What follows belongs to an exercise in optimizing a design on an open flow for small area; a production flow would make more cautious choices. Function was checked by simulation only, so behaviour that the tests miss may differ from the original. Power is estimated from default activity; no workload was simulated.

<file path="flow/run.sh">
#!/bin/bash
# The standard layout (standard.sh), with three changes:
#  - synthesis maps with an area-recovering ABC script (same Yosys flow,
#    same registers; only the ABC script differs), see abc.script
#  - port buffers use the smallest buffer cell
#  - CTS inserts no dummy loads and uses clkbuf_8 leaves
set -euo pipefail
here=$(pwd)
rm -rf "$here/scripts_abc"
cp -r "$FLOW_HOME/scripts" "$here/scripts_abc"
cp "$here/flow/abc.script" "$here/scripts_abc/abc_speed.script"
SCRIPTS_DIR="$here/scripts_abc" bash standard.sh synth > synth.log 2>&1
export BUFFER_PORTS_ARGS="-buffer_cell sky130_fd_sc_hd__buf_1"
export CTS_ARGS="-sink_clustering_enable -repair_clock_nets -dont_use_dummy_load -buf_list sky130_fd_sc_hd__clkbuf_8 -sink_clustering_size 20 -sink_clustering_max_diameter 45"
bash standard.sh finish > layout.log 2>&1
</file>
<file path="flow/abc.script">
strash
dch -f
amap -m -F 4 -A 8
topo
buffer -c
topo
stime -c
upsize -c
dnsize -c
</file>
<file path="standard.sh">
#!/bin/bash
# synth_recipe.tcl (not shown) runs the flow's synth.tcl, then flattens the netlist and writes it again
# the make line also repeats each setting of config.mk as NAME=value (left out here)
make -C /OpenROAD-flow-scripts/flow DESIGN_CONFIG=/design/flow/config.mk WORK_HOME=/design/flow/orfs CLKGATE_MAP_FILE= SYNTH_SCRIPT=/design/flow/synth_recipe.tcl "${@:-finish}"
</file>
<file path="config.mk">
export PLATFORM = sky130hd
export DESIGN_NAME = calc_core
export DESIGN_NICKNAME = calc_core
export VERILOG_FILES = /design/flow/design.v
export SDC_FILE = /design/flow/constraint.sdc
export NUM_CORES = 4
export LEC_CHECK = 0
export CAP_MARGIN = 40
export CORE_MARGIN = 2
export CORE_UTILIZATION = 40
export SLEW_MARGIN = 20
</file>
<file path="constraint.sdc">
create_clock -name core_clock -period 8.0 [get_ports {clk}]
set_input_delay 1.6000 -clock core_clock [delete_from_list [all_inputs] [get_ports {clk}]]
set_output_delay 1.6000 -clock core_clock [all_outputs]
set_load 0.01 [all_outputs]
</file>
<file path="design.v">
module calc_core #(
  parameter  int WIDTH = 32,
  localparam int NIB   = WIDTH / 4,
  localparam int SHW   = $clog2(WIDTH)
) (
  input  logic               clk,
  input  logic               rst,
  input  logic [NIB-1:0]     inc_pulse,
  input  logic               dec,
  input  logic               sel,
  input  logic [3:0]         op,
  input  logic               start,
  output logic               busy,
  output logic               done,
  output logic [WIDTH-1:0]   opa,
  output logic [WIDTH-1:0]   opb,
  output logic [2*WIDTH-1:0] result,
  output logic [2*WIDTH-1:0] last_result,
  output logic               zf,
  output logic               sf,
  output logic               cf,
  output logic               of,
  output logic               err
);
  localparam int W2 = 2 * WIDTH;
  logic             busy_q, done_q, zv_q, wb_q, cq_q;
  logic [SHW+1:0]   cnt_q;
  logic [3:0]       opr_q;
  logic [WIDTH-1:0] x_q, y_q, opa_q, opb_q;
  logic [W2-1:0]    res_q, last_q;
  logic             sf_q, cf_q, of_q, err_q;
  logic o_add, o_sub, o_mul, o_div, o_and, o_or, o_nor, o_not, o_slt, o_sltu;
  logic o_shl, o_shr, o_sra, o_rol, o_pass, o_addsub, o_cmp, o_logic;
  always_comb begin
    o_add    = opr_q == 4'h0;
    o_sub    = opr_q == 4'h1;
    o_mul    = opr_q == 4'h2;
    o_div    = opr_q == 4'h3;
    o_and    = opr_q == 4'h4;
    o_or     = opr_q == 4'h5;
    o_nor    = opr_q == 4'h6;
    o_not    = opr_q == 4'h7;
    o_slt    = opr_q == 4'h8;
    o_sltu   = opr_q == 4'h9;
    o_shl    = opr_q == 4'hA;
    o_shr    = opr_q == 4'hB;
    o_sra    = opr_q == 4'hC;
    o_rol    = opr_q == 4'hD;
    o_pass   = opr_q == 4'hE;
    o_cmp    = o_slt | o_sltu;
    o_addsub = o_add | o_sub;
    o_logic  = o_and | o_or | o_nor | o_not | o_pass;
  end
  logic [SHW+1:0] cnt_inc;
  logic [1:0]     hi;
  logic [SHW-1:0] tgt;
  logic           last, lmid, fin, c_lo, c_mid;
  always_comb begin
    cnt_inc = cnt_q + 1'b1;
    hi      = (o_shr | o_sra | o_div | o_sub) ? 2'b11 : (o_logic ? 2'b10 : 2'b01);
    tgt     = (o_shl | o_rol) ? opb_q[SHW-1:0] : '0;
    last    = (cnt_inc == {hi, tgt});
    lmid    = (cnt_inc == {2'b01, {SHW{1'b0}}});
    fin     = busy_q && !wb_q && last;
    c_lo    = cnt_q[SHW+1:SHW] == 2'b00;             
    c_mid   = cnt_q[SHW+1:SHW] == 2'b01;             
  end
  logic             xa, yb, fbit, cout, q, lt, x0in, pre, c, cb;
  logic             sel_s, sel_t;
  logic [WIDTH-1:0] t, u, s, xi, x_step, y_step;
  always_comb begin
    xa = x_q[WIDTH-1];
    yb = y_q[WIDTH-1];
    if (o_mul || (o_logic && c_lo))
      fbit = 1'b0;
    else if (o_div || ((o_sub || o_cmp) && c_lo))
      fbit = ~xa;
    else if (o_rol && !c_lo)
      fbit = yb;
    else if (o_logic)
      fbit = o_and ? (xa & yb) : o_or ? (xa | yb) : o_nor ? ~(xa | yb)
           : o_not ? ~xa : xa;
    else
      fbit = xa;
    t = {y_q[WIDTH-2:0], fbit};
    cb = 1'b0;
    for (int k = 0; k < 4; k++) begin
      c = 1'b0;
      for (int j = 0; j < 8; j++) begin
        u[8*k+j] = t[8*k+j] ^ opb_q[8*k+j] ^ c;
        c = (t[8*k+j] & opb_q[8*k+j]) | (t[8*k+j] & c) | (opb_q[8*k+j] & c);
      end
      if (k == 0) begin
        s[7:0] = u[7:0];
        cb     = c;
      end else begin
        pre = 1'b1;
        for (int j = 0; j < 8; j++) begin
          s[8*k+j] = u[8*k+j] ^ (cb & pre);
          pre      = pre & u[8*k+j];
        end
        cb = c | (cb & pre);
      end
    end
    cout = cb;
    q    = ~(yb & cout);
    lt   = (o_slt && (opa_q[WIDTH-1] != opb_q[WIDTH-1])) ? opa_q[WIDTH-1] : cout;
    sel_s = (o_mul && xa) || (o_div && c_lo && q) ||
            ((o_add || o_sub || o_logic) && lmid);
    sel_t = !sel_s && !(o_cmp && lmid);
    y_step = sel_s ? s : (sel_t ? t : {{(WIDTH-1){1'b0}}, lt});
    xi  = x_q;
    pre = cq_q;
    for (int j = 0; j < WIDTH; j++) begin
      xi[j] = x_q[j] ^ pre;
      pre   = pre & x_q[j];
    end
    if (o_mul || ((o_shr || o_sra) && !cnt_q[SHW+1]) || (o_div && !c_lo))
      x0in = yb;
    else if (o_logic && c_lo)
      x0in = xa;
    else if (o_div)
      x0in = ~q;
    else
      x0in = o_sub && c_mid && ~yb;
    x_step = {xi[WIDTH-2:0], x0in};
  end
  logic             i_shift;
  always_comb begin
    i_shift = op[3] && (op[2:1] == 2'b01 || op[2:0] == 3'b100 || op[2:0] == 3'b101);
  end
  logic [WIDTH-1:0] opa_d, opb_d;
  logic             edit;
  function automatic logic [3:0] tog(input logic [3:0] n, input logic d, input logic en);
    logic [3:0] tt;
    tt[0] = en;
    tt[1] = tt[0] & (n[0] ^ d);
    tt[2] = tt[1] & (n[1] ^ d);
    tt[3] = tt[2] & (n[2] ^ d);
    tog = n ^ tt;
  endfunction
  always_comb begin
    edit  = !busy_q && !start;
    for (int i = 0; i < NIB; i++) begin
      opa_d[4*i +: 4] = tog(opa_q[4*i +: 4], dec, edit && inc_pulse[i] && !sel);
      opb_d[4*i +: 4] = tog(opb_q[4*i +: 4], dec, edit && inc_pulse[i] && sel);
    end
  end
  logic bz;
  assign bz = (opb_q == '0);
  logic wb_a, wb_b, wb_s, wb_cf, wb_of;
  always_comb begin
    wb_a  = opa_q[WIDTH-1];
    wb_b  = opb_q[WIDTH-1] ^ o_sub;
    wb_s  = y_q[WIDTH-1];
    wb_cf = (wb_a & wb_b) | ((wb_a | wb_b) & !wb_s);
    wb_of = (wb_a == wb_b) && (wb_s != wb_a);
  end
  always_ff @(posedge clk) begin
    if (busy_q) begin
      x_q   <= x_step;
      y_q   <= y_step;
      cnt_q <= cnt_inc;
      wb_q  <= fin;
      cq_q  <= o_mul && xa && cout;
    end else begin
      x_q   <= i_shift ? res_q[WIDTH-1:0] : opa_q;
      y_q   <= {WIDTH{(op == 4'hC && res_q[WIDTH-1]) || op == 4'h3}};
      cnt_q <= {2'b00, (op == 4'hB || op == 4'hC) ? opb_q[SHW-1:0] : {SHW{1'b0}}};
      wb_q  <= 1'b0;
      cq_q  <= 1'b0;
      opr_q <= op;
    end
  end
  always_ff @(posedge clk or posedge rst) begin
    if (rst) begin
      busy_q <= 1'b0;
      done_q <= 1'b0;
      opa_q  <= '0;
      opb_q  <= '0;
      res_q  <= '0;
      last_q <= '0;
      zv_q   <= 1'b0;
      sf_q   <= 1'b0;
      cf_q   <= 1'b0;
      of_q   <= 1'b0;
      err_q  <= 1'b0;
    end else begin
      opa_q  <= opa_d;
      opb_q  <= opb_d;
      done_q <= (busy_q && wb_q) || (!busy_q && start && op == 4'hF);
      if (busy_q) begin
        if (wb_q) busy_q <= 1'b0;
      end else if (start && op != 4'hF) begin
        busy_q <= 1'b1;
      end
      if (!busy_q && start && op == 4'hF) err_q <= 1'b1;
      if (busy_q && wb_q) begin
        res_q  <= {xi, y_q};
        last_q <= res_q;
        zv_q   <= 1'b1;
        sf_q   <= o_mul ? xi[WIDTH-1] : y_q[WIDTH-1];
        cf_q   <= o_addsub && wb_cf;
        of_q   <= o_addsub && wb_of;
        err_q  <= o_div && bz;
      end
    end
  end
  assign busy        = busy_q;
  assign done        = done_q;
  assign opa         = opa_q;
  assign opb         = opb_q;
  assign result      = res_q;
  assign last_result = last_q;
  assign zf          = zv_q && (res_q == '0);
  assign sf          = sf_q;
  assign cf          = cf_q;
  assign of          = of_q;
  assign err         = err_q;
endmodule
</file>
==> results of run 1 <==
cells in the final DEF, fill, tap and decap left out, types with 24 or more instances in the layout:
cell type and instances:
a21oi_1 99, buf_1 214, clkbuf_8 37, dfrtp_1 199, dfxtp_1 73, fa_1 28, ha_1 42, inv_1 148
nand2_1 39, nor2_1 131, nor3_1 24, o221ai_1 44, o22a_1 112, o22ai_1 100
routing by layer:
metal  routed length (um)  GRT usage (%)
met4                  767           6.19
met5                    0              0
met3                 2370           3.93
met1                17300           32.3
met2                15700           32.5
power by group through the flow:
| stage | combinational (mW) | clock, mW | sequential, mW |
|---|---|---|---|
| 3_3_place_gp | 2.35 | 0 | 2.58 |
| 5_1_grt | 2.71 | 0.982 | 2.67 |
| 6_report | 2.41 | 0.887 | 2.58 |
| 2_1_floorplan | 1.50 | 0 | 2.60 |
| 4_1_cts | 2.41 | 0.921 | 2.58 |
| 3_5_place_dp | 2.39 | 0 | 2.61 |
path summary, 6_finish.rpt:
path                        endpoint  slack (ns)  cells past startpoint
max in group asynchronous  opa_q[23]        5.60                      5
min in group asynchronous   opa_q[1]        1.03                      2
min                           busy_q        0.44                      1
min reg2reg                   busy_q        0.44                      1
max                           y_q[0]        0.80                     36
max reg2reg                   y_q[0]        0.80                     36
state kept, by name, summed over array words and instances, names as in the netlist, 4 cells and up:
name    count
y_q        32
opa_q      32
cnt_q       7
opr_q       4
res_q      64
last_q     64
x_q        32
opb_q      32
worst reg2reg max path: cells and delay by family, from the launching register on:
kind                     cells  cell delay, ns
AND/OR/NAND/NOR             13            2.57
adder cells (fa/ha/maj)      8            1.74
AO/OA/AOI/OAI               10            1.71
buffers and inverters        5            0.71
flip-flops                   1            0.39
final cells by class:
type | count | area, um^2 | share of cell area [%]
timing repair buffer | 233 | 1060 | 7.31
clock buffer | 37 | 509 | 3.50
tap | 402 | 503 | 3.46
inverter | 153 | 586 | 4.03
multi-input combinational | 753 | 5320 | 36.6
sequential | 276 | 6560 | 45.1
cells by family (layout without fill, tap and decap cells):
logic type                 count (synthesis)  in the layout  synth area share, %
and+or+nand+nor                          249            249                 8.81
DFF                                      276            276                 51.6
AOI/OAI and AO/OA                        433            433                 24.3
xor gates and xnor gates                   1              1               0.0688
adders and majority gates                 70             70                 8.53
buffers and inverters                    224            423                 6.75
==> results.json, run 1 <==
{
  "power.share.switching_pct": 42.6,
  "cts_buffers": 37,
  "worst_slack_ns": 0.803,
  "start_kind": "flip-flop",
  "grt_pass1_vias": 9942,
  "crit_buf_inv": 5,
  "track_usage_pct": 21.8,
  "postCtsHoldBufs": 0,
  "post_cts_buffers": 0,
  "endpoint_kind": "flip-flop",
  "vias_per_cell": 5.69,
  "synth_top_cell_area_share_pct": 39.1,
  "crit_type": "reg2reg",
  "rsz0062_at_grt": "no",
  "worst_hold_slack_ns": 0.437,
  "area_delta_synth_final_pct": 14.3,
  "ys_types": 51,
  "avgSynthCellArea_um2": 10.2,
  "drc": 0,
  "die-width_um": 182,
  "cp_common_cell": "fa_1",
  "synth_seq_cells": 276,
  "nets": 1541,
  "synth_top_flop_cell": "dfrtp_1",
  "cts_tree": "done",
  "hold_viol": 0,
  "vias": 10500,
  "syn_inst": 1253,
  "clk_pin_slew_ns": 0.06,
  "drtAntennaViolNets": 0,
  "slowest_stage": "a2111oi_0",
  "worst_pin_slew_ns": 0.837,
  "clkPwrFrac_pct": 15.1,
  "diodes": 0,
  "fin_crit_sh_pct": 90.0,
  "die_y_um": 182,
  "dp_slack_ns": 0.875,
  "period_minus_slack_ns": 7.20,
  "final.setup_skew_ns": 0.0917,
  "core_mm2": 0.0315,
  "p_int_mw": 3.38,
  "yosys-top-cells-area": "dfrtp_1, dfxtp_1, o22a_1",
  "p_sw_mw": 2.50,
  "power_frac_seq_pct": 43.9,
  "status": "timing/DRC/antenna clean",
  "dr.pass1.iters": 7,
  "peakVddDrop_mv": 0.129,
  "ys_seq_area_share_pct": 51.6,
  "arrival_ns": 7.64,
  "clock.fmax_mhz": 139,
  "grt_pass1_wl_um": 57200,
  "min-delay-start": "wb_q",
  "synth_nets": 1340,
  "cpLargestDelayFamily": "simple AND/OR/NAND/NOR gates",
  "critPathMaxStageDelay_ns": 0.51,
  "fillers": 3048,
  "leakage_nw": 6.06,
  "fin_cells": 1854,
  "start_util_pct": 40.4,
  "cts_root_buffer": "clkbuf_8",
  "post_cts_resized": 0,
  "netlist_area_mm2": 0.0127,
  "die-area_mm2": 0.0333,
  "wirelength_um": 36200,
  "path_max_fanout": 32,
  "async_flop_share_pct": 72.1,
  "cp_data_required_time_ns": 8.44,
  "htree_num_levels": 2,
  "fp-row-count": 65,
  "cts_sinks": 276,
  "holdCritPathClass": "reg2reg",
  "port_buffers": 215,
  "hpwl_um": 25700,
  "pin_count": 216,
  "combPwrFrac_pct": 41.0,
  "gp_congestion": 0.883,
  "power_mw": 5.88,
  "synth_most_common_cell": "dfrtp_1",
  "dpl_cell_area_mm2": 0.0140,
  "final_util_pct": 46.2,
  "dpl.cell_count": 1817,
  "wire_per_inst_um": 19.5,
  "slew_headroom_pct": 44.0,
  "insertion_delay_ns": 0.58,
  "fin_area_mm2": 0.0145,
  "tns_ns": 0,
  "drtIter0Drc": 858,
  "synth-edff-count": 4,
  "synth_common_cells": "dfrtp_1, inv_1, nor2_1, o22a_1, o22ai_1",
  "grt_antenna_before_repair": 0,
  "grt_remaining_overflow": 0,
  "yosysTopAreaCell": "dfrtp_1",
  "clockBufferDepth": 3,
  "crit_start": "opr_q[2]",
  "maxCapViolCount": 0,
  "drive_gt1_share_pct": 5.44,
  "setup_viol": 0,
  "drv_slew": 0,
  "r2r_start": "opr_q[2]",
  "ys_warn_count": 1,
  "powerDensity_mw_per_mm2": 404,
  "grt_start_max_net_pins": 98
}
==> inputs of run 2 (changes only) <==
--- a/flow/run.sh
+++ b/flow/run.sh
@@ -11,5 +11,5 @@
 cp "$here/flow/abc.script" "$here/scripts_abc/abc_speed.script"
 SCRIPTS_DIR="$here/scripts_abc" bash standard.sh synth > synth.log 2>&1
 export BUFFER_PORTS_ARGS="-buffer_cell sky130_fd_sc_hd__buf_1"
-export CTS_ARGS="-sink_clustering_enable -repair_clock_nets -dont_use_dummy_load -buf_list sky130_fd_sc_hd__clkbuf_8 -sink_clustering_size 20 -sink_clustering_max_diameter 45"
+export CTS_ARGS="-sink_clustering_enable -repair_clock_nets -dont_use_dummy_load -buf_list sky130_fd_sc_hd__clkbuf_8 -sink_clustering_size 16 -sink_clustering_max_diameter 60"
 bash standard.sh finish > layout.log 2>&1
==> flow/abc.script (replaced) <==
strash
dch -f
amap -m -F 4 -A 8
topo
buffer -c
topo
stime -c
dnsize -c
==> run 2 against run 1 <==
Compared with the run above: clock power decreased by 14%; area after synthesis decreased by 0.54%; cell area decreased by 1.7%; first-iteration DRC count decreased by 5.1%; clock skew decreased by 0.058 ns; final cell count decreased by 0.54%; global-route usage decreased by 0.14 points; largest power group unchanged.
==> results.json, run 2 <==
{
  "drv_slew": 0,
  "vias": 10500,
  "drc": 0,
  "dr.pass1.iters": 5,
  "htree_num_levels": 1,
  "drtAntennaViolNets": 0,
  "area_delta_synth_final_pct": 13.0,
  "crit_type": "reg2reg",
  "seqCellArea_mm2": 0.00656,
  "pin_count": 216,
  "hold_viol": 0,
  "hpwl_um": 26100,
  "holdCritPathClass": "reg2reg",
  "insertion_delay_ns": 0.57,
  "fillers": 3005,
  "yosys-top-cells-area": "dfrtp_1, dfxtp_1, o22a_1",
  "wire_per_inst_um": 19.8,
  "synth_most_common_cell": "dfrtp_1",
  "syn_inst": 1253,
  "grt_pass1_wl_um": 57000,
  "synth_nets": 1340,
  "cp_common_cell": "fa_1",
  "die-width_um": 182,
  "cp_data_required_time_ns": 8.44,
  "gp_congestion": 0.867,
  "grt_remaining_overflow": 0,
  "drive_gt1_share_pct": 4.44,
  "final.setup_skew_ns": 0.0341,
  "fin_crit_sh_pct": 91.5,
  "slowest_stage": "a2111oi_1",
  "ys_seq_area_share_pct": 51.8,
  "core_mm2": 0.0314,
  "cts_tree": "done",
  "cts_buffers": 27,
  "grt_start_max_net_pins": 100,
  "cts_sinks": 276,
  "nets": 1531,
  "avgSynthCellArea_um2": 10.1,
  "postCtsHoldBufs": 0,
  "track_usage_pct": 21.6,
  "clockBufferDepth": 3,
  "period_minus_slack_ns": 7.32,
  "path_max_fanout": 16,
  "fin_area_mm2": 0.0143,
  "netlist_area_mm2": 0.0127,
  "cts_root_buffer": "clkbuf_8",
  "dpl_cell_area_mm2": 0.0139,
  "wirelength_um": 36600,
  "die_y_um": 182,
  "layout_common_cells": "buf_1, dfrtp_1, inv_1",
  "port_buffers": 215,
  "synth_common_cells": "dfrtp_1, inv_1, nor2_1, o22a_1",
  "fp-row-count": 65,
  "drtIter0Drc": 814,
  "async_flop_share_pct": 72.1,
  "multi_input_area_mm2": 0.00528,
  "tns_ns": 0,
  "post_cts_buffers": 0,
  "clock.fmax_mhz": 137,
  "critPathMaxStageDelay_ns": 0.48,
  "ys_types": 44,
  "setup_viol": 0,
  "synth-edff-count": 4,
  "maxCapViolCount": 0,
  "synth_top_cell_area_share_pct": 39.3,
  "arrival_ns": 7.76,
  "die-area_mm2": 0.0331,
  "vias_per_cell": 5.67,
  "ys_warn_count": 1,
  "yosysTopAreaCell": "dfrtp_1",
  "reg_top3": "last_q: 64 flops, res_q: 64 flops",
  "grt_antenna_before_repair": 0,
  "rsz0062_at_grt": "no",
  "grt_pass1_vias": 9800,
  "start_kind": "flip-flop",
  "synth_seq_cells": 276,
  "status": "timing/DRC/antenna clean",
  "clk_pin_slew_ns": 0.09,
  "diodes": 0,
  "powerDensity_mw_per_mm2": 401,
  "synth_top_flop_cell": "dfrtp_1",
  "mostFrequentLayoutCell": "buf_1",
  "leakage_nw": 5.96,
  "endpoint_kind": "flip-flop",
  "start_util_pct": 40.3,
  "slew_headroom_pct": 43.1,
  "worst_pin_slew_ns": 0.851,
  "peakVddDrop_mv": 0.137
}
-- run 2: metrics by stage --
stage | util (%) | setup slack (ns) | total power [mW] | instances | hold WS (ns)
after floorplan | - | 0.974 | 4.06 | 1253 | 0.411
after global placement | 44.1 | 0.882 | 4.91 | 1814 | 0.421
after detailed placement | 44.3 | 0.621 | 4.99 | 1816 | 0.427
after CTS | 45.5 | 0.605 | 5.75 | 1843 | 0.440
after global routing | 45.6 | 0.100 | 6.18 | 1844 | 0.449
final | 45.6 | 0.682 | 5.73 | 1844 | 0.434
-- run 2: cells by family after synthesis --
logic type	share of synthesized area (%)
buf+inv	6.67
simple gates	8.72
xor+xnor	0.0692
compound gates	24.1
flops	51.8
fa+ha+maj	8.58
-- run 2: where the power goes --
part	switching (mW)	internal (mW)
registers	0.611	1.97
logic	1.41	0.988
clock network	0.460	0.300
-- run 2: worst paths after layout --
| kind | to | slack [ns] | startpoint | depth (start not counted) |
|---|---|---|---|---|
| min | busy_q | 0.43 | wb_q | 1 |
| min in group asynchronous | last_q[29] | 1.17 | rst | 2 |
| min reg2reg | busy_q | 0.43 | wb_q | 1 |
| max reg2reg | y_q[0] | 0.68 | opr_q[3] | 37 |
| max in group asynchronous | opb_q[24] | 5.52 | rst | 3 |
| max | y_q[0] | 0.68 | opr_q[3] | 37 |
-- run 2: final cells by class --
cell class | instances | share of cell area, %
tap | 402 | 3.52
clock buffer | 27 | 2.60
multi-input combinational | 753 | 36.9
timing repair buffer | 233 | 7.02
inverter | 153 | 4.09
sequential | 276 | 45.9
-- run 2: layer usage --
layer / track usage [%] / wire, um / vias to the layer above
met4: 5.35 / 814 / 0
li1: - / - / 4955
met2: 32.9 / 16000 / 336
met5: 0 / 0 / -
met1: 32.5 / 17500 / 5124
met3: 3.05 / 2240 / 45
-- run 2: what timing repair did --
item | in CTS | in global routing
resized for setup | 0 | 1
setup endpoints to repair | 0 | 2
hold endpoints to repair | 0 | 0
-- run 2: critical path: cells and delay by family, from the launching register on --
| family | cells | cell delay [ns] |
|---|---|---|
| AOI/OAI and AO/OA | 11 | 1.97 |
| adders and majority gates | 8 | 1.71 |
| buffers and inverters | 5 | 0.55 |
| DFF | 1 | 0.45 |
| and+or+nand+nor | 13 | 2.53 |
==> inputs of run 3 (changes only) <==
==> flow/abc.script (replaced) <==
strash
dch -f
amap -m -F 4 -A 8
topo
stime -c
dnsize -c
==> run 3 against run 2 <==
Compared with the run above: die area fell by 2.0%; critical path depth down 3; wire length down 2.9%.
==> results.json, run 3 <==
{
  "wire_per_inst_um": 19.3,
  "combPwrFrac_pct": 41.5,
  "drive_gt1_share_pct": 3.61,
  "cts_tree": "done",
  "ff2ff_setup_slack_ns": 0.68,
  "die-width_um": 180,
  "endpoint_kind": "flip-flop",
  "yosysTopAreaCell": "dfrtp_1",
  "cts_buffers": 27,
  "ys_warn_count": 1,
  "post_cts_resized": 0,
  "maxCapViolCount": 0,
  "area_delta_synth_final_pct": 15.2,
  "final.setup_skew_ns": 0.0638,
  "cp_common_cell": "fa_1",
  "diodes": 0,
  "port_buffers": 215,
  "netlist_area_mm2": 0.0124,
  "grt_remaining_overflow": 0,
  "reg_top3": "last_q: 64 flops, res_q: 64 flops",
  "cts_sinks": 276,
  "fp-row-count": 64,
  "grt_pass1_vias": 9698,
  "pin_count": 216,
  "setup_viol": 0,
  "clk_pin_slew_ns": 0.09,
  "synth_nets": 1270,
  "drtAntennaViolNets": 0,
  "slew_headroom_pct": 40.8,
  "nets": 1530,
  "cp_data_required_time_ns": 8.47,
  "mostFrequentLayoutCell": "buf_1",
  "start_kind": "flip-flop",
  "core_mm2": 0.0306,
  "critPathCapture": "y_q[25]",
  "synth-edff-count": 4,
  "worst_pin_slew_ns": 0.881,
  "status": "timing/DRC/antenna clean",
  "regToRegEndpoint": "y_q[25]",
  "holdCritPathClass": "reg2reg",
  "fin_crit_sh_pct": 91.5,
  "insertion_delay_ns": 0.60,
  "rsz0062_at_grt": "no",
  "die_y_um": 180,
  "yosys-top-cells-area": "dfrtp_1, dfxtp_1, o22a_1",
  "clock.fmax_mhz": 137,
  "power.share.switching_pct": 43.1,
  "min-delay-start": "y_q[9]",
  "arrival_ns": 7.79,
  "async_flop_share_pct": 72.1,
  "layout_common_cells": "buf_1, dfrtp_1, clkinv_1",
  "vias_per_cell": 5.67,
  "vias": 10400,
  "cts_root_buffer": "clkbuf_8",
  "ff2ff_path_depth": 34,
  "post_cts_buffers": 0,
  "synth_top_flop_cell": "dfrtp_1",
  "tns_ns": 0,
  "clockBufferDepth": 3,
  "gp_congestion": 0.920,
  "slowest_stage": "edfxtp_1",
  "critPathMaxStageDelay_ns": 0.45,
  "r2r_start": "opr_q[3]",
  "start_util_pct": 40.5,
  "drv_slew": 0,
  "grt_start_max_net_pins": 82,
  "wirelength_um": 35500,
  "grt_pass1_wl_um": 56800,
  "dpl_cell_area_mm2": 0.0139,
  "ys_seq_area_share_pct": 52.9,
  "seqCellArea_mm2": 0.00656,
  "power_frac_seq_pct": 45.2,
  "clkPwrFrac_pct": 13.3,
  "grt_antenna_before_repair": 0,
  "track_usage_pct": 21.6,
  "drtIter0Drc": 752,
  "p_int_mw": 3.24,
  "p_sw_mw": 2.45,
  "syn_inst": 1183,
  "powerDensity_mw_per_mm2": 399,
  "crit_type": "reg2reg",
  "synth_most_common_cell": "dfrtp_1",
  "postCtsHoldBufs": 0,
  "hold_viol": 0,
  "ys_types": 40,
  "synth_common_cells": "dfrtp_1, clkinv_1, nor2_1, o22a_1",
  "synth_seq_cells": 276,
  "die-area_mm2": 0.0324,
  "drc": 0,
  "period_minus_slack_ns": 7.32,
  "crit_start": "opr_q[3]",
  "fillers": 2984,
  "leakage_nw": 5.31,
  "fin_area_mm2": 0.0143,
  "peakVddDrop_mv": 0.260,
  "htree_num_levels": 1,
  "hpwl_um": 25100,
  "synth_top_cell_area_share_pct": 40.2,
  "path_max_fanout": 21,
  "power_mw": 5.69,
  "dr.pass1.iters": 7,
  "multi_input_area_mm2": 0.00528,
  "avgSynthCellArea_um2": 10.5
}
## run 3: cell count changes in the layout (fill, tap and decap cells not counted), sizes merged
cell	delta
buf	-1
inv	-150
clkinv	+150
## run 3: worst min path at each step
| stage | to | slack [ns] | cells after the start |
|---|---|---|---|
| floorplan | busy_q | 0.42 | 1 |
| global placement | zv_q | 0.46 | 1 |
| detailed placement | res_q[13] | 0.47 | 2 |
| CTS | res_q[9] | 0.48 | 2 |
| global route | res_q[30] | 0.50 | 2 |
| finish | res_q[9] | 0.48 | 2 |
## run 3: cells by family after synthesis
kind of cell | count (synthesis) | share of synthesized area (%)
AOI/OAI and AO/OA | 433 | 24.6
DFF | 276 | 52.9
and+or+nand+nor | 249 | 8.90
buffers and inverters | 154 | 4.69
adders and majority gates | 70 | 8.76
xor gates and xnor gates | 1 | 0.0707
## run 3: critical path, delay by kind of cell (launching register included)
family | cells | cell delay [ns]
AOI/OAI and AO/OA | 9 | 1.87
and+or+nand+nor | 12 | 2.50
adders and majority gates | 8 | 1.71
DFF | 1 | 0.45
buffers and inverters | 5 | 0.69
## run 3: layer usage
layer	track usage, %	routed length [um]	up-vias
met1	33.1	17300	5048
met3	3.29	2080	45
met4	4.81	623	0
met5	0	0	-
met2	32.4	15500	314
li1	-	-	5000
## run 3: power groups by stage
stage	combinational (mW)	clock, mW	sequential, mW
3_5_place_dp	2.36	0	2.61
6_report	2.36	0.759	2.57
2_1_floorplan	1.43	0	2.63
3_3_place_gp	2.32	0	2.59
5_1_grt	2.66	0.845	2.67
4_1_cts	2.37	0.785	2.58
## run 3: stage by stage
| stage | setup slack, ns | util, % | hold slack [ns] | cells |
|---|---|---|---|---|
| 2_1_floorplan | 0.524 | - | 0.419 | 1183 |
| 3_3_place_gp | 0.820 | 45.2 | 0.460 | 1807 |
| 3_5_place_dp | 0.661 | 45.5 | 0.473 | 1810 |
| 4_1_cts | 0.615 | 46.7 | 0.479 | 1837 |
| 5_1_grt | 0.0948 | 46.7 | 0.505 | 1837 |
| 6_report | 0.683 | 46.7 | 0.475 | 1837 |
## run 3: area by class of cell
class	instances	share of cell area, %
flip-flops and latches	276	46.0
multi-input cells	753	36.9
repair buffers	232	6.92
inverters	153	4.10
well taps	396	3.47
clock buffers	27	2.60
==> inputs of run 4 (changes only) <==
==> flow/abc.script (replaced) <==
strash
dch -f
amap -m -F 4 -A 8
topo
buffer -c
topo
stime -c
upsize -c
dnsize -c
==> run 4 against run 3 <==
Compared with the run above: clock skew fell by 0.028 ns; non-clock buffer count grew 1; sequential power hardly changed; synthesized cell count up 5.9%; final cell count increased by 0.22%; global-route usage is 0.21 points lower; worst setup slack improved by 0.13 ns; fmax up 1.8%; critical path type unchanged.
==> results.json, run 4 <==
{
  "rsz0062_at_grt": "no",
  "port_buffers": 215,
  "synth_most_common_cell": "dfrtp_1",
  "peakVddDrop_mv": 0.137,
  "wire_per_inst_um": 19.6,
  "async_flop_share_pct": 72.1,
  "worst_pin_slew_ns": 0.842,
  "worst_hold_slack_ns": 0.440,
  "arrival_ns": 7.68,
  "synth_common_cells": "dfrtp_1, inv_1, nor2_1, o22a_1, o22ai_1",
  "grt_antenna_before_repair": 0,
  "final_util_pct": 45.6,
  "postCtsHoldBufs": 0,
  "synth_seq_cells": 276,
  "syn_inst": 1253,
  "core_mm2": 0.0315,
  "clock.fmax_mhz": 139,
  "drtAntennaViolNets": 0,
  "ys_warn_count": 1,
  "start_util_pct": 40.4,
  "hold_viol": 0,
  "dpl.cell_count": 1817,
  "drv_slew": 0,
  "synth_nets": 1340,
  "clockBufferDepth": 3,
  "dp_slack_ns": 0.875,
  "start_kind": "flip-flop",
  "grt_pass1_wl_um": 56700,
  "cp_common_cell": "fa_1",
  "grt_remaining_overflow": 0,
  "fin_area_mm2": 0.0144,
  "clk_pin_slew_ns": 0.10,
  "htree_num_levels": 1,
  "period_minus_slack_ns": 7.19,
  "dpl_cell_area_mm2": 0.0140,
  "path_max_fanout": 32,
  "multi_input_area_mm2": 0.00532,
  "die-width_um": 182,
  "drive_gt1_share_pct": 4.59,
  "fin_crit_sh_pct": 89.8,
  "die-area_mm2": 0.0333,
  "setup_viol": 0,
  "yosysTopAreaCell": "dfrtp_1",
  "reg_top3": "last_q: 64 flops, res_q: 64 flops",
  "fp-row-count": 65,
  "seqCellArea_mm2": 0.00656,
  "slowest_stage": "a2111oi_0",
  "drc": 0,
  "die_y_um": 182,
  "leakage_nw": 5.97,
  "gp_congestion": 0.883,
  "synth-edff-count": 4,
  "dr.pass1.iters": 6,
  "maxCapViolCount": 0,
  "pin_count": 216,
  "grt_start_max_net_pins": 98,
  "ys_types": 51,
  "area_delta_synth_final_pct": 12.9,
  "cp_data_required_time_ns": 8.50,
  "cts_sinks": 276,
  "crit_type": "reg2reg",
  "netlist_area_mm2": 0.0127,
  "synth_top_cell_area_share_pct": 39.1,
  "track_usage_pct": 21.4,
  "synth_top_flop_cell": "dfrtp_1",
  "vias_per_cell": 5.66,
  "fin_cells": 1841,
  "wirelength_um": 36000,
  "hpwl_um": 25700,
  "avgSynthCellArea_um2": 10.2,
  "layout_common_cells": "buf_1, dfrtp_1, inv_1",
  "final.setup_skew_ns": 0.0361,
  "status": "timing/DRC/antenna clean",
  "post_cts_buffers": 0,
  "diodes": 0,
  "holdCritPathClass": "reg2reg",
  "power_mw": 5.70,
  "powerDensity_mw_per_mm2": 397,
  "fillers": 3059,
  "endpoint_kind": "flip-flop",
  "mostFrequentLayoutCell": "buf_1",
  "yosys-top-cells-area": "dfrtp_1, dfxtp_1, o22a_1",
  "slew_headroom_pct": 43.7,
  "ys_seq_area_share_pct": 51.6,
  "cts_tree": "done",
  "worst_slack_ns": 0.815,
  "cts_buffers": 24,
  "insertion_delay_ns": 0.56,
  "vias": 10400,
  "drtIter0Drc": 880,
  "nets": 1528,
  "post_cts_resized": 0,
  "critPathMaxStageDelay_ns": 0.51,
  "cts_root_buffer": "clkbuf_8",
  "grt_pass1_vias": 9813,
  "tns_ns": 0
}
[run 4: cell types whose count changed in the layout (fill, tap and decap cells not counted), moves of 2 or more]
| cell | before | now |
|---|---|---|
| buf_16 | 2 | 6 |
| buf_4 | 14 | 12 |
| clkbuf_8 | 27 | 24 |
| clkinv_1 | 150 | 0 |
| inv_1 | 0 | 148 |
| inv_2 | 0 | 2 |
| or2_0 | 7 | 0 |
| or2_2 | 0 | 7 |
| or3_1 | 5 | 3 |
| or3_4 | 0 | 2 |
[run 4: layout make-up]
class                   instances  area share, %
well taps                     402           3.50
clock buffers                  24           2.30
inverters                     153           4.08
flip-flops and latches        276           45.7
multi-input cells             753           37.0
repair buffers                233           7.40
[run 4: worst max-delay path, delay by kind of cell (launching register included)]
kind	cells	cell delay, ns
and+or+nand+nor	13	2.56
adders and majority gates	8	1.74
AOI/OAI and AO/OA	10	1.71
buffers and inverters	5	0.72
DFF	1	0.40
[run 4: layer usage]
layer / track usage [%] / wire, um / part of all wire (%)
met1: 32.5 / 17400 / 48
met2: 32.5 / 15900 / 44
met3: 2.89 / 2110 / 5.9
met4: 4.87 / 601 / 1.7
met5: 0 / 0 / 0
[run 4: logic make-up (layout without fill, tap and decap cells)]
logic type	Yosys count	in the layout	share of synthesized area (%)
flip-flops	276	276	51.6
AO/OA/AOI/OAI	433	433	24.3
XOR/XNOR	1	1	0.0688
buffers and inverters	224	410	6.75
adder cells (fa/ha/maj)	70	70	8.53
AND/OR/NAND/NOR	249	249	8.81
[run 4: path summary, 6_finish.rpt]
check	from	to	slack [ns]	depth (start not counted)
worst min register to register	wb_q	busy_q	0.44	1
worst max-delay path	opr_q[2]	y_q[0]	0.81	36
worst min-delay path	wb_q	busy_q	0.44	1
worst max register to register	opr_q[2]	y_q[0]	0.81	36
min in group asynchronous	rst	res_q[33]	1.02	2
max in group asynchronous	rst	res_q[22]	5.57	5
[run 4: where the power goes]
group | internal (mW) | leakage, nW | switching (mW) | total [mW]
clock | 0.268 | 0.173 | 0.448 | 0.716
sequential | 1.97 | 2.88 | 0.610 | 2.58
combinational | 0.996 | 2.92 | 1.41 | 2.41
total | 3.23 | 5.97 | 2.47 | 5.70
==> inputs of run 5 (changes only) <==
--- a/flow/run.sh
+++ b/flow/run.sh
@@ -11,5 +11,5 @@
 cp "$here/flow/abc.script" "$here/scripts_abc/abc_speed.script"
 SCRIPTS_DIR="$here/scripts_abc" bash standard.sh synth > synth.log 2>&1
 export BUFFER_PORTS_ARGS="-buffer_cell sky130_fd_sc_hd__buf_1"
-export CTS_ARGS="-sink_clustering_enable -repair_clock_nets -dont_use_dummy_load -buf_list sky130_fd_sc_hd__clkbuf_8 -sink_clustering_size 16 -sink_clustering_max_diameter 60"
+export CTS_ARGS="-sink_clustering_enable -repair_clock_nets -dont_use_dummy_load -buf_list sky130_fd_sc_hd__clkbuf_4 -sink_clustering_size 10 -sink_clustering_max_diameter 40"
 bash standard.sh finish > layout.log 2>&1
==> flow/abc.script (replaced) <==
strash
dch -f
amap -m -F 4 -A 8
topo
buffer -c
topo
stime -c
dnsize -c
==> run 5 against run 4 <==
Compared with the run above: core utilization down 0.25 points; area after synthesis down 0.54%; synthesized cell count unchanged; global-route usage up 0.48 points; clock-buffer cell count up 18; register-to-register slack worse by 0.16 ns; combinational power about the same; via count up 2.0%; final cell count up 1.0%; critical path type unchanged; largest cell class unchanged.
==> results.json, run 5 <==
{
  "status": "timing/DRC/antenna clean",
  "synth-edff-count": 4,
  "wire_per_inst_um": 19.8,
  "p_sw_mw": 2.49,
  "mostFrequentLayoutCell": "buf_1",
  "die_y_um": 182,
  "synth_nets": 1340,
  "die-width_um": 182,
  "dr.pass1.iters": 6,
  "grt_remaining_overflow": 0,
  "combPwrFrac_pct": 42.2,
  "cts_sinks": 276,
  "crit_type": "reg2reg",
  "worst_pin_slew_ns": 0.855,
  "arrival_ns": 7.91,
  "leakage_nw": 5.96,
  "grt_pass1_vias": 9887,
  "ys_warn_count": 1,
  "slew_headroom_pct": 42.8,
  "met1_usage_pct": 32.5,
  "rsz0062_at_grt": "no",
  "drtIter0Drc": 867,
  "holdCritPathClass": "reg2reg",
  "clock.fmax_mhz": 136,
  "tns_ns": 0,
  "drtAntennaViolNets": 0,
  "cp_common_cell": "fa_1",
  "power.share.switching_pct": 43.8,
  "gp_congestion": 0.867,
  "start_kind": "flip-flop",
  "endpoint_kind": "flip-flop",
  "netlist_area_mm2": 0.0127,
  "synth_seq_cells": 276,
  "clk_pin_slew_ns": 0.10,
  "post_cts_buffers": 0,
  "grt_pass1_wl_um": 57400,
  "grt_start_max_net_pins": 100,
  "met3_usage_pct": 3.77,
  "grtUsageMet2_pct": 33.0,
  "yosys-top-cells-area": "dfrtp_1, dfxtp_1, o22a_1",
  "track_usage_pct": 21.9,
  "drc": 0,
  "vias_per_cell": 5.71,
  "grt_antenna_before_repair": 1,
  "worst_hold_slack_ns": 0.435,
  "avgSynthCellArea_um2": 10.1,
  "multi_input_area_mm2": 0.00528,
  "synth_most_common_cell": "dfrtp_1",
  "syn_inst": 1253,
  "drv_slew": 0,
  "wirelength_um": 36800,
  "fp-row-count": 65,
  "top_usage_layer": "met2",
  "start_util_pct": 40.3,
  "htree_num_levels": 2,
  "cts_root_buffer": "clkbuf_4",
  "layout_common_cells": "buf_1, dfrtp_1, inv_1",
  "synth_top_cell_area_share_pct": 39.3,
  "fillers": 3020,
  "maxCapViolCount": 0,
  "clockBufferDepth": 3,
  "clkPwrFrac_pct": 12.4,
  "hold_viol": 0,
  "drive_gt1_share_pct": 5.42,
  "ys_types": 44,
  "peakVddDrop_mv": 0.143,
  "path_max_fanout": 18,
  "period_minus_slack_ns": 7.34,
  "cp_data_required_time_ns": 8.57,
  "cts_buffers": 42,
  "pin_count": 216,
  "cts_tree": "done",
  "synth_common_cells": "dfrtp_1, inv_1, nor2_1, o22a_1",
  "setup_viol": 0,
  "ys_seq_area_share_pct": 51.8,
  "insertion_delay_ns": 0.67,
  "yosysTopAreaCell": "dfrtp_1",
  "nets": 1546,
  "fin_crit_sh_pct": 91.8,
  "vias": 10600,
  "p_int_mw": 3.20,
  "seqCellArea_mm2": 0.00656,
  "reg_top3": "last_q: 64 flops, res_q: 64 flops",
  "area_delta_synth_final_pct": 12.6,
  "core_mm2": 0.0314,
  "power_frac_seq_pct": 45.4,
  "port_buffers": 215,
  "die-area_mm2": 0.0331,
  "synth_top_flop_cell": "dfrtp_1",
  "final.setup_skew_ns": 0.0867,
  "async_flop_share_pct": 72.1,
  "hpwl_um": 26100,
  "critPathMaxStageDelay_ns": 0.47,
  "slowest_stage": "a2111oi_1",
  "powerDensity_mw_per_mm2": 399
}
==> run 5: cell count changes in the layout (fill, tap and decap cells not counted), moves of 2 or more <==
cell      change
clkbuf_4     +42
buf_4         +3
buf_16        -3
clkbuf_8     -24
or3_4         -2
or3_1         +2
==> run 5: layer usage <==
metal / vias up / part of all wire [%]
li1: 4985 / -
met2: 366 / 44
met5: - / 0
met4: 0 / 2.2
met1: 5218 / 48
met3: 59 / 6.3
==> run 5: power groups by stage <==
stage / Combinational [mW] / Clock, mW / Sequential, mW
finish: 2.40 / 0.705 / 2.58
global route: 2.68 / 0.786 / 2.67
CTS: 2.40 / 0.736 / 2.58
detailed placement: 2.38 / 0 / 2.61
global placement: 2.32 / 0 / 2.59
floorplan: 1.46 / 0 / 2.60
==> run 5: logic make-up after synthesis <==
kind of cell | after synthesis | share of synthesized area (%)
adders and majority gates | 70 | 8.58
and+or+nand+nor | 249 | 8.72
xor gates and xnor gates | 1 | 0.0692
buffers and inverters | 224 | 6.67
DFF | 276 | 51.8
AOI/OAI and AO/OA | 433 | 24.1
==> run 5: area by class of cell <==
type	instances	share of cell area, %
well taps	402	3.53
diodes	1	0.0176
inverters	153	4.11
clock buffers	42	2.21
flip-flops and latches	276	46.1
repair buffers	233	7.04
multi-input cells	753	37.0
==> run 5: worst paths after layout <==
path,start,end,slack (ns),depth (start not counted)
worst max-delay path,opr_q[2],y_q[21],0.66,35
worst min-delay path,wb_q,busy_q,0.44,1
worst max register to register,opr_q[2],y_q[21],0.66,35
worst min register to register,wb_q,busy_q,0.44,1
max in group asynchronous,rst,opb_q[4],5.58,3
min in group asynchronous,rst,res_q[34],1.09,2
==> run 5: metrics by stage <==
stage	total power [mW]	setup slack [ns]	instances	utilization, %	instance area [um^2]
2_1_floorplan	4.06	0.974	1253	-	12700
3_3_place_gp	4.91	0.882	1814	44.1	13800
3_5_place_dp	4.99	0.621	1816	44.3	13900
4_1_cts	5.71	0.610	1858	45.3	14200
5_1_grt	6.14	0.0955	1860	45.4	14200
6_report	5.68	0.659	1860	45.4	14200
==> run 5: repair_timing <==
item,4_1_cts,5_1_grt
resized for setup,0,1
hold buffers,0,0
setup endpoints to repair,0,3
==> run 5: worst max-delay path: cells and delay by family, from the launching register on <==
family	cells	cell delay, ns
compound gates	9	1.77
fa+ha+maj	8	1.71
buf+inv	6	0.84
flops	1	0.40
simple gates	12	2.52
==> inputs of run 6 (changes only) <==
--- a/config.mk
+++ b/config.mk
@@ -8,4 +8,5 @@
 export CAP_MARGIN = 40
 export CORE_MARGIN = 2
 export CORE_UTILIZATION = 40
+export GPL_TIMING_DRIVEN = 0
 export SLEW_MARGIN = 20
==> run 6 against run 5 <==
Compared with the run above: register-to-register slack got worse by 0.12 ns; final cell count grew 3.4%; area after synthesis did not move; synthesized cell count stayed put; via count rose by 2.8%; sequential share of layout area fell by 0.62 points; global-route usage is 3.0 points higher; largest cell class unchanged; largest power group unchanged.
==> results.json, run 6 <==
{
  "wire_per_inst_um": 21.5,
  "min-delay-start": "wb_q",
  "layout_common_cells": "buf_1, dfrtp_1, inv_1",
  "cts_tree": "done",
  "final.setup_skew_ns": 0.0771,
  "synth_nets": 1340,
  "die-area_mm2": 0.0331,
  "crit_buf_inv": 6,
  "drc": 0,
  "clk_pin_slew_ns": 0.08,
  "port_buffers": 214,
  "syn_inst": 1253,
  "async_flop_share_pct": 72.1,
  "core_mm2": 0.0314,
  "powerDensity_mw_per_mm2": 399,
  "drive_gt1_share_pct": 4.87,
  "r2r_start": "opr_q[3]",
  "track_usage_pct": 24.9,
  "synth_seq_cells": 276,
  "crit_start": "opr_q[3]",
  "synth_top_flop_cell": "dfrtp_1",
  "clockBufferDepth": 3,
  "cts_root_buffer": "clkbuf_4",
  "area_delta_synth_final_pct": 14.1,
  "cp.depth": 34,
  "endpoint_kind": "flip-flop",
  "drtIter0Drc": 837,
  "ff2ff_path_depth": 34,
  "avgSynthCellArea_um2": 10.1,
  "period_minus_slack_ns": 7.46,
  "synth_common_cells": "dfrtp_1, inv_1, nor2_1, o22a_1",
  "arrival_ns": 7.96,
  "clock.fmax_mhz": 134,
  "yosys-top-cells-area": "dfrtp_1, dfxtp_1, o22a_1",
  "fp-row-count": 65,
  "fin_crit_sh_pct": 93.2,
  "htree_num_levels": 2,
  "ys_types": 44,
  "path_max_fanout": 10,
  "critPathMaxStageDelay_ns": 0.45,
  "slew_headroom_pct": 43.3,
  "cts_sinks": 276,
  "die-width_um": 182,
  "grt_start_max_net_pins": 94,
  "cp_common_cell": "fa_1",
  "yosysTopAreaCell": "dfrtp_1",
  "peakVddDrop_mv": 0.108,
  "start_util_pct": 40.3,
  "seqCellArea_mm2": 0.00656,
  "grt_pass1_vias": 10600,
  "synth_top_cell_area_share_pct": 39.3,
  "cts_buffers": 43,
  "slowest_stage": "edfxtp_1",
  "rsz0062_at_grt": "no",
  "die_y_um": 182,
  "ys_seq_area_share_pct": 51.8,
  "power_mw": 5.76,
  "cp_data_required_time_ns": 8.50,
  "hpwl_um": 31400,
  "nets": 1609,
  "worst_hold_slack_ns": 0.446,
  "insertion_delay_ns": 0.66,
  "drtAntennaViolNets": 0,
  "worst_pin_slew_ns": 0.851,
  "vias": 10900,
  "fillers": 3098,
  "leakage_nw": 6.01,
  "holdCritPathClass": "reg2reg",
  "netlist_area_mm2": 0.0127,
  "pin_count": 216,
  "maxCapViolCount": 0,
  "grt_pass1_wl_um": 63100,
  "mostFrequentLayoutCell": "buf_1",
  "vias_per_cell": 5.68,
  "setup_viol": 0,
  "grt_antenna_before_repair": 1,
  "start_kind": "flip-flop",
  "ys_warn_count": 1,
  "status": "timing/DRC/antenna clean",
  "crit_type": "reg2reg",
  "cpLargestDelayFamily": "simple AND/OR/NAND/NOR gates",
  "multi_input_area_mm2": 0.00526,
  "wirelength_um": 41400,
  "drv_slew": 0,
  "min_path_cells": 1,
  "synth_most_common_cell": "dfrtp_1",
  "reg_top3": "last_q: 64 flops, res_q: 64 flops",
  "grt_remaining_overflow": 0,
  "dr.pass1.iters": 5,
  "synth-edff-count": 4,
  "hold_viol": 0,
  "gp_congestion": 0.930
}
run 6: cell counts after synthesis:
No cell type changed its count.
run 6: worst register-to-register path, delay by kind of cell, from the launching register on:
family          cells  cell delay, ns
simple gates       12            2.54
buf+inv             6            0.92
fa+ha+maj           8            1.71
flops               1            0.45
compound gates      8            1.72
run 6: logic make-up after synthesis:
logic type | after synthesis | share of synthesized area (%)
fa+ha+maj | 70 | 8.58
buf+inv | 224 | 6.67
xor+xnor | 1 | 0.0692
flops | 276 | 51.8
simple gates | 249 | 8.72
compound gates | 433 | 24.1
run 6: final cells by class:
class	instances	area share (%)
diodes	1	0.0173
plain buffers	71	1.91
clock buffers	43	2.24
inverters	153	4.03
multi-input cells	753	36.4
flip-flops and latches	276	45.4
well taps	402	3.48
repair buffers	224	6.46
run 6: what timing repair did:
item | 4_1_cts | 5_1_grt
hold buffers | 0 | 0
setup buffers | 0 | 2
pin swaps | 0 | 0
resized for setup | 1 | 13
setup endpoints to repair | 19 | 32
run 6: per-stage QoR:
stage	TNS [ns]	instance area (um^2)	std cells	setup slack [ns]	utilization, %
2_1_floorplan	0	12700	1253	0.974	-
3_3_place_gp	-309.23	14000	1869	-1.58	44.5
3_5_place_dp	-0.655	14100	1876	-0.0689	44.8
4_1_cts	0	14400	1919	0.0338	45.9
5_1_grt	0	14400	1923	0.0188	46.0
6_report	0	14400	1923	0.542	46.0
run 6: path summary, 6_finish.rpt:
kind / slack, ns / to
max: 0.54 / y_q[21]
min: 0.45 / busy_q
max reg2reg: 0.54 / y_q[21]
min reg2reg: 0.45 / busy_q
max in group asynchronous: 5.95 / opb_q[17]
min in group asynchronous: 0.90 / last_q[1]
run 6: report_power, final:
part	leakage [nW]	switching, mW	internal [mW]	total [mW]
registers	2.88	0.620	1.97	2.59
clock network	0.198	0.469	0.247	0.716
logic	2.94	1.47	0.991	2.46
total	6.01	2.56	3.20	5.76
run 6: layer usage:
layer / track usage [%] / vias to the layer above / part of all wire, %
li1: - / 5117 / -
met1: 35.0 / 5297 / 45
met2: 39.9 / 442 / 46
met3: 3.63 / 73 / 6.5
met4: 7.68 / 0 / 2.8
met5: 0 / - / 0
==> inputs of run 7 (changes only) <==
==> config.mk (replaced) <==
export PLATFORM = sky130hd
export DESIGN_NAME = calc_core
export DESIGN_NICKNAME = calc_core
export VERILOG_FILES = /design/flow/design.v
export SDC_FILE = /design/flow/constraint.sdc
export NUM_CORES = 4
export LEC_CHECK = 0
export CAP_MARGIN = 0
export CORE_MARGIN = 2
export CORE_UTILIZATION = 65
export SLEW_MARGIN = 0
==> run 7 against run 6 <==
Compared with the run above: combinational power is 3% lower; cell area shrank 3.4%; sequential power about the same; die area decreased by 38%; clock skew fell by 0.028 ns; clock power down 9.4%; first-iteration DRC count is 9.1% higher; final cell count down 11%.
==> results.json, run 7 <==
{
  "status": "timing/DRC/antenna clean",
  "hpwl_um": 23300,
  "dr.pass1.iters": 6,
  "syn_inst": 1253,
  "insertion_delay_ns": 0.63,
  "port_buffers": 215,
  "clockBufferDepth": 3,
  "pin_count": 216,
  "start_util_pct": 65.7,
  "final.setup_skew_ns": 0.0487,
  "avgSynthCellArea_um2": 10.1,
  "crit_buf_inv": 4,
  "vias_per_cell": 6.30,
  "regToRegEndpoint": "y_q[0]",
  "die_y_um": 144,
  "maxCapViolCount": 0,
  "min_path_cells": 1,
  "synth_top_flop_cell": "dfrtp_1",
  "track_usage_pct": 32.1,
  "htree_num_levels": 2,
  "r2r_start": "opr_q[3]",
  "ys_types": 44,
  "synth_nets": 1340,
  "ys_warn_count": 1,
  "yosys-top-cells-area": "dfrtp_1, dfxtp_1, o22a_1",
  "synth_most_common_cell": "dfrtp_1",
  "hold_viol": 0,
  "netlist_area_mm2": 0.0127,
  "powerDensity_mw_per_mm2": 401,
  "ff2ff_path_depth": 36,
  "cts_sinks": 276,
  "cts_root_buffer": "clkbuf_4",
  "nets": 1534,
  "crit_type": "reg2reg",
  "grt_pass1_wl_um": 52000,
  "fp-row-count": 51,
  "core_mm2": 0.0193,
  "endpoint_kind": "flip-flop",
  "ys_seq_area_share_pct": 51.8,
  "grt_remaining_overflow": 0,
  "vias": 10800,
  "synth_common_cells": "dfrtp_1, inv_1, nor2_1, o22a_1",
  "clk_pin_slew_ns": 0.09,
  "path_max_fanout": 15,
  "cp_common_cell": "fa_1",
  "wirelength_um": 33400,
  "clock.fmax_mhz": 135,
  "start_kind": "flip-flop",
  "worst_pin_slew_ns": 1.28,
  "synth-edff-count": 4,
  "arrival_ns": 7.86,
  "yosysTopAreaCell": "dfrtp_1",
  "peakVddDrop_mv": 0.227,
  "final_util_pct": 72.4,
  "setup_viol": 0,
  "fin_crit_sh_pct": 92.5,
  "layout_common_cells": "buf_1, dfrtp_1, inv_1",
  "async_flop_share_pct": 72.1,
  "die-width_um": 144,
  "cpLargestDelayFamily": "simple AND/OR/NAND/NOR gates",
  "drc": 0,
  "drtAntennaViolNets": 0,
  "hold_end": "busy_q",
  "area_delta_synth_final_pct": 10.2,
  "cts_tree": "done",
  "holdCritPathClass": "reg2reg",
  "cp_data_required_time_ns": 8.47,
  "slew_headroom_pct": 14.8,
  "drtIter0Drc": 913,
  "period_minus_slack_ns": 7.40,
  "fillers": 1517,
  "dp_slack_ns": 0.363,
  "cts_buffers": 37,
  "mostFrequentLayoutCell": "buf_1",
  "post_cts_buffers": 0,
  "grt_start_max_net_pins": 129,
  "synth_top_cell_area_share_pct": 39.3,
  "reg_top3": "last_q: 64 flops, res_q: 64 flops",
  "drv_slew": 0,
  "die-area_mm2": 0.0206,
  "slowest_stage": "edfxtp_1",
  "grt_antenna_before_repair": 1,
  "synth_seq_cells": 276,
  "wire_per_inst_um": 19.5,
  "min-delay-start": "wb_q",
  "ff2ff_setup_slack_ns": 0.60,
  "grt_pass1_vias": 9730,
  "worst_slack_ns": 0.603,
  "drive_gt1_share_pct": 4.64,
  "leakage_nw": 5.89,
  "gp_congestion": 0.892,
  "critPathMaxStageDelay_ns": 0.45,
  "tns_ns": 0
}
==> run 7: timing repair <==
item,CTS,global route
endpoints found under the setup margin,0,32
hold buffers,0,0
hold endpoints to repair,0,0
resized for setup,0,5
==> run 7: worst max path at each step <==
stage / end / cells past startpoint / from
finish: y_q[0] / 36 / opr_q[3]
global route: y_q[0] / 36 / opr_q[2]
CTS: y_q[21] / 34 / opr_q[3]
detailed placement: y_q[21] / 34 / opr_q[3]
global placement: y_q[21] / 34 / opr_q[3]
floorplan: busy_q / 1 / rst
==> run 7: per-stage QoR <==
stage / area [um^2] / power, mW / hold WS [ns] / cells
after global placement: 13600 / 4.83 / 0.443 / 1673
after global routing: 13900 / 6.03 / 0.470 / 1711
after floorplan: 12700 / 4.06 / 0.411 / 1253
after CTS: 13900 / 5.57 / 0.454 / 1710
final: 13900 / 5.59 / 0.447 / 1711
after detailed placement: 13600 / 4.92 / 0.437 / 1673
==> run 7: worst reg2reg max path: cells and delay by family (launching register included) <==
| family | cells | cell delay, ns |
|---|---|---|
| flip-flops | 1 | 0.45 |
| AND/OR/NAND/NOR | 13 | 2.64 |
| adder cells (fa/ha/maj) | 8 | 1.71 |
| buffers and inverters | 4 | 0.33 |
| AO/OA/AOI/OAI | 11 | 2.10 |
==> run 7: report_power, final <==
part	switching [mW]	internal [mW]	total (mW)	leakage, nW
clock network	0.435	0.214	0.649	0.170
registers	0.600	1.97	2.57	2.88
logic	1.40	0.975	2.38	2.84
total	2.44	3.15	5.59	5.89
==> run 7: kinds of logic (layout without fill, tap and decap cells) <==
family          after synthesis  after routing  synth area share (%)
compound gates              433            433                  24.1
xor+xnor                      1              1                0.0692
buf+inv                     224            416                  6.67
simple gates                249            249                  8.72
other cells                   0              1                     0
fa+ha+maj                    70             70                  8.58
flops                       276            276                  51.8
==> run 7: area by class of cell <==
class / count / area (um^2) / area share (%)
Inverter: 153 / 583 / 4.18
Sequential cell: 276 / 6560 / 47.0
Timing Repair Buffer: 226 / 895 / 6.41
Clock buffer: 37 / 278 / 1.99
Multi-Input combinational cell: 753 / 5300 / 38.0
Antenna cell: 1 / 2.50 / 0.0179
Tap cell: 265 / 332 / 2.38
==> run 7: layer usage <==
metal / routed length [um] / track usage (%) / share of wire, % / vias to the layer above
met4: 1000 / 10.6 / 3.0 / 0
met1: 14700 / 46.8 / 44 / 5288
met3: 2410 / 5.60 / 7.2 / 67
met2: 15300 / 49.3 / 46 / 445
li1: - / - / - / 4979
met5: 0 / 0 / 0 / -
==> inputs of run 8 (changes only) <==
--- a/config.mk
+++ b/config.mk
@@ -7,5 +7,5 @@
 export LEC_CHECK = 0
 export CAP_MARGIN = 0
 export CORE_MARGIN = 2
-export CORE_UTILIZATION = 65
+export CORE_UTILIZATION = 55
 export SLEW_MARGIN = 0
==> run 8 against run 7 <==
Compared with the run above: hold slack better by 0.0057 ns; area after synthesis stayed put; total power is 0.11% higher; global-route usage is 4.2 points lower; clock-buffer cell count is 3 higher; largest cell class unchanged; largest power group unchanged.
==> results.json, run 8 <==
{
  "die-width_um": 156,
  "fin_area_mm2": 0.0140,
  "clkPwrFrac_pct": 12.2,
  "yosysTopAreaCell": "dfrtp_1",
  "ys_warn_count": 1,
  "drtIter0Drc": 927,
  "worst_pin_slew_ns": 1.16,
  "dpl_cell_area_mm2": 0.0137,
  "p_sw_mw": 2.43,
  "clock.fmax_mhz": 139,
  "crit_type": "reg2reg",
  "slew_headroom_pct": 22.8,
  "power_frac_seq_pct": 45.8,
  "wirelength_um": 33900,
  "holdCritPathClass": "reg2reg",
  "fin_crit_sh_pct": 90.0,
  "cp_common_cell": "fa_1",
  "fp-row-count": 55,
  "die-area_mm2": 0.0242,
  "nets": 1538,
  "vias": 10500,
  "die_y_um": 156,
  "cp_data_required_time_ns": 8.56,
  "period_minus_slack_ns": 7.20,
  "grt_antenna_before_repair": 1,
  "dr.pass1.iters": 6,
  "area_delta_synth_final_pct": 10.4,
  "pin_count": 216,
  "synth_most_common_cell": "dfrtp_1",
  "grt_start_max_net_pins": 114,
  "top_layer": "met4",
  "setup_viol": 0,
  "final_util_pct": 61.7,
  "status": "timing/DRC/antenna clean",
  "avgSynthCellArea_um2": 10.1,
  "drtAntennaViolNets": 0,
  "vias_per_cell": 6.04,
  "tns_ns": 0,
  "synth-edff-count": 4,
  "post_cts_buffers": 0,
  "async_flop_share_pct": 72.1,
  "yosys-top-cells-area": "dfrtp_1, dfxtp_1, o22a_1",
  "synth_seq_cells": 276,
  "netlist_area_mm2": 0.0127,
  "core_mm2": 0.0226,
  "power.share.switching_pct": 43.5,
  "cts_root_buffer": "clkbuf_4",
  "cts_tree": "done",
  "p_int_mw": 3.16,
  "multi_input_area_mm2": 0.00528,
  "drc": 0,
  "cts_buffers": 40,
  "start_util_pct": 55.9,
  "track_usage_pct": 27.9,
  "drive_gt1_share_pct": 4.83,
  "drv_slew": 0,
  "cts_sinks": 276,
  "gp_congestion": 0.923,
  "layout_common_cells": "buf_1, dfrtp_1, inv_1",
  "clockBufferDepth": 3,
  "powerDensity_mw_per_mm2": 401,
  "grt_pass1_wl_um": 53400,
  "fillers": 1977,
  "hpwl_um": 23500,
  "hold_viol": 0,
  "met1_length_um": 15700,
  "grt_remaining_overflow": 0,
  "synth_top_cell_area_share_pct": 39.3,
  "wire_per_inst_um": 19.5,
  "htree_num_levels": 2,
  "reg_top3": "last_q: 64 flops, res_q: 64 flops",
  "mostFrequentLayoutCell": "buf_1",
  "synth_common_cells": "dfrtp_1, inv_1, nor2_1, o22a_1",
  "arrival_ns": 7.76,
  "peakVddDrop_mv": 0.190,
  "endpoint_kind": "flip-flop",
  "combPwrFrac_pct": 42.1,
  "port_buffers": 215,
  "ys_types": 44,
  "maxCapViolCount": 0,
  "path_max_fanout": 32,
  "wl_met2_um": 15200,
  "synth_top_flop_cell": "dfrtp_1",
  "start_kind": "flip-flop",
  "slowest_stage": "a2111oi_1",
  "met3_length_um": 2230,
  "syn_inst": 1253,
  "leakage_nw": 5.90,
  "critPathMaxStageDelay_ns": 0.51,
  "seqCellArea_mm2": 0.00656,
  "final.setup_skew_ns": 0.0810,
  "clk_pin_slew_ns": 0.11,
  "grt_pass1_vias": 9610,
  "synth_nets": 1340,
  "insertion_delay_ns": 0.66,
  "ys_seq_area_share_pct": 51.8,
  "rsz0062_at_grt": "no"
}
[run 8: path summary, 6_finish.rpt]
path / start / to / slack (ns) / cells past startpoint
max: opr_q[3] / y_q[0] / 0.80 / 36
min: wb_q / busy_q / 0.45 / 1
max reg2reg: opr_q[3] / y_q[0] / 0.80 / 36
min reg2reg: wb_q / busy_q / 0.45 / 1
max in group asynchronous: rst / last_q[54] / 5.33 / 3
min in group asynchronous: rst / last_q[34] / 1.07 / 2
[run 8: worst max-delay path: cells and delay by family, from the launching register on]
| family | cells | cell delay (ns) |
|---|---|---|
| AO/OA/AOI/OAI | 11 | 2.07 |
| adder cells (fa/ha/maj) | 8 | 1.70 |
| buffers and inverters | 5 | 0.64 |
| flip-flops | 1 | 0.42 |
| AND/OR/NAND/NOR | 12 | 2.32 |
[run 8: metrics by stage]
| step | cells | hold WS [ns] | total power [mW] | setup WS (ns) |
|---|---|---|---|---|
| CTS | 1734 | 0.453 | 5.61 | 0.768 |
| global route | 1735 | 0.489 | 6.05 | 0.0933 |
| finish | 1735 | 0.453 | 5.60 | 0.797 |
| floorplan | 1253 | 0.411 | 4.06 | 0.974 |
| global placement | 1694 | 0.436 | 4.86 | 0.936 |
| detailed placement | 1694 | 0.441 | 4.92 | 0.801 |
[run 8: timing repair]
action	4_1_cts	5_1_grt
endpoints found under the setup margin	0	1
gates resized for setup	0	1
hold buffers	0	0
[run 8: final cells by class]
type | count | share of cell area [%]
diodes | 1 | 0.0179
clock buffers | 40 | 2.15
inverters | 153 | 4.17
multi-input cells | 753 | 37.7
flip-flops and latches | 276 | 46.9
well taps | 285 | 2.55
repair buffers | 227 | 6.43
[run 8: power by group through the flow]
stage	logic (mW)	registers (mW)	clock network, mW
after floorplan	1.46	2.60	0
after global placement	2.29	2.57	0
after detailed placement	2.33	2.59	0
after CTS	2.35	2.56	0.705
after global routing	2.65	2.64	0.760
final	2.35	2.56	0.682
[run 8: logic make-up (layout without fill, tap and decap cells)]
family,after synthesis,count (layout),share of synthesized area (%)
XOR/XNOR,1,1,0.0692
AND/OR/NAND/NOR,249,249,8.72
buffers and inverters,224,420,6.67
AO/OA/AOI/OAI,433,433,24.1
other,0,1,0
flip-flops,276,276,51.8
adder cells (fa/ha/maj),70,70,8.58
[run 8: metal layers]
layer / global-route usage (%) / up-vias
met1: 41.7 / 5046
met4: 7.34 / 0
li1: - / 4966
met5: 0 / -
met3: 4.42 / 60
met2: 42.7 / 413

## re-timing with driven ports
The flow's constraints put no driver on any port. The routed layouts listed below were extracted and timed again, unchanged, in two steps. Step 1: set_driving_cell puts a clkbuf_16 on clk and a buf_2 on each other input, an assumption about the parent block. Step 2, shift: input delay + t, output delay - t, t = (earliest + latest rising clock arrival at the registers) / 2. This alone moves slack from input paths to output paths. Three values: no drivers, after step 1, after step 2; two values: the first two.
run	shift t [ns]	slack for setup (ns)	worst setup path at the end
run 1	0.582	0.803 / 0.803 / 0.803	register to register
run 2	0.599	0.682 / 0.682 / 0.682	register to register
run 3	0.610	0.683 / 0.683 / 0.683	register to register
run 4	0.589	0.815 / 0.815 / 0.815	register to register
run 5	0.677	0.659 / 0.659 / 0.659	register to register
run 6	0.679	0.542 / 0.542 / 0.542	register to register
run 7	0.653	0.603 / 0.603 / 0.603	register to register
run 8	0.663	0.797 / 0.797 / 0.797	register to register
After both steps setup and hold are still met in every run listed.
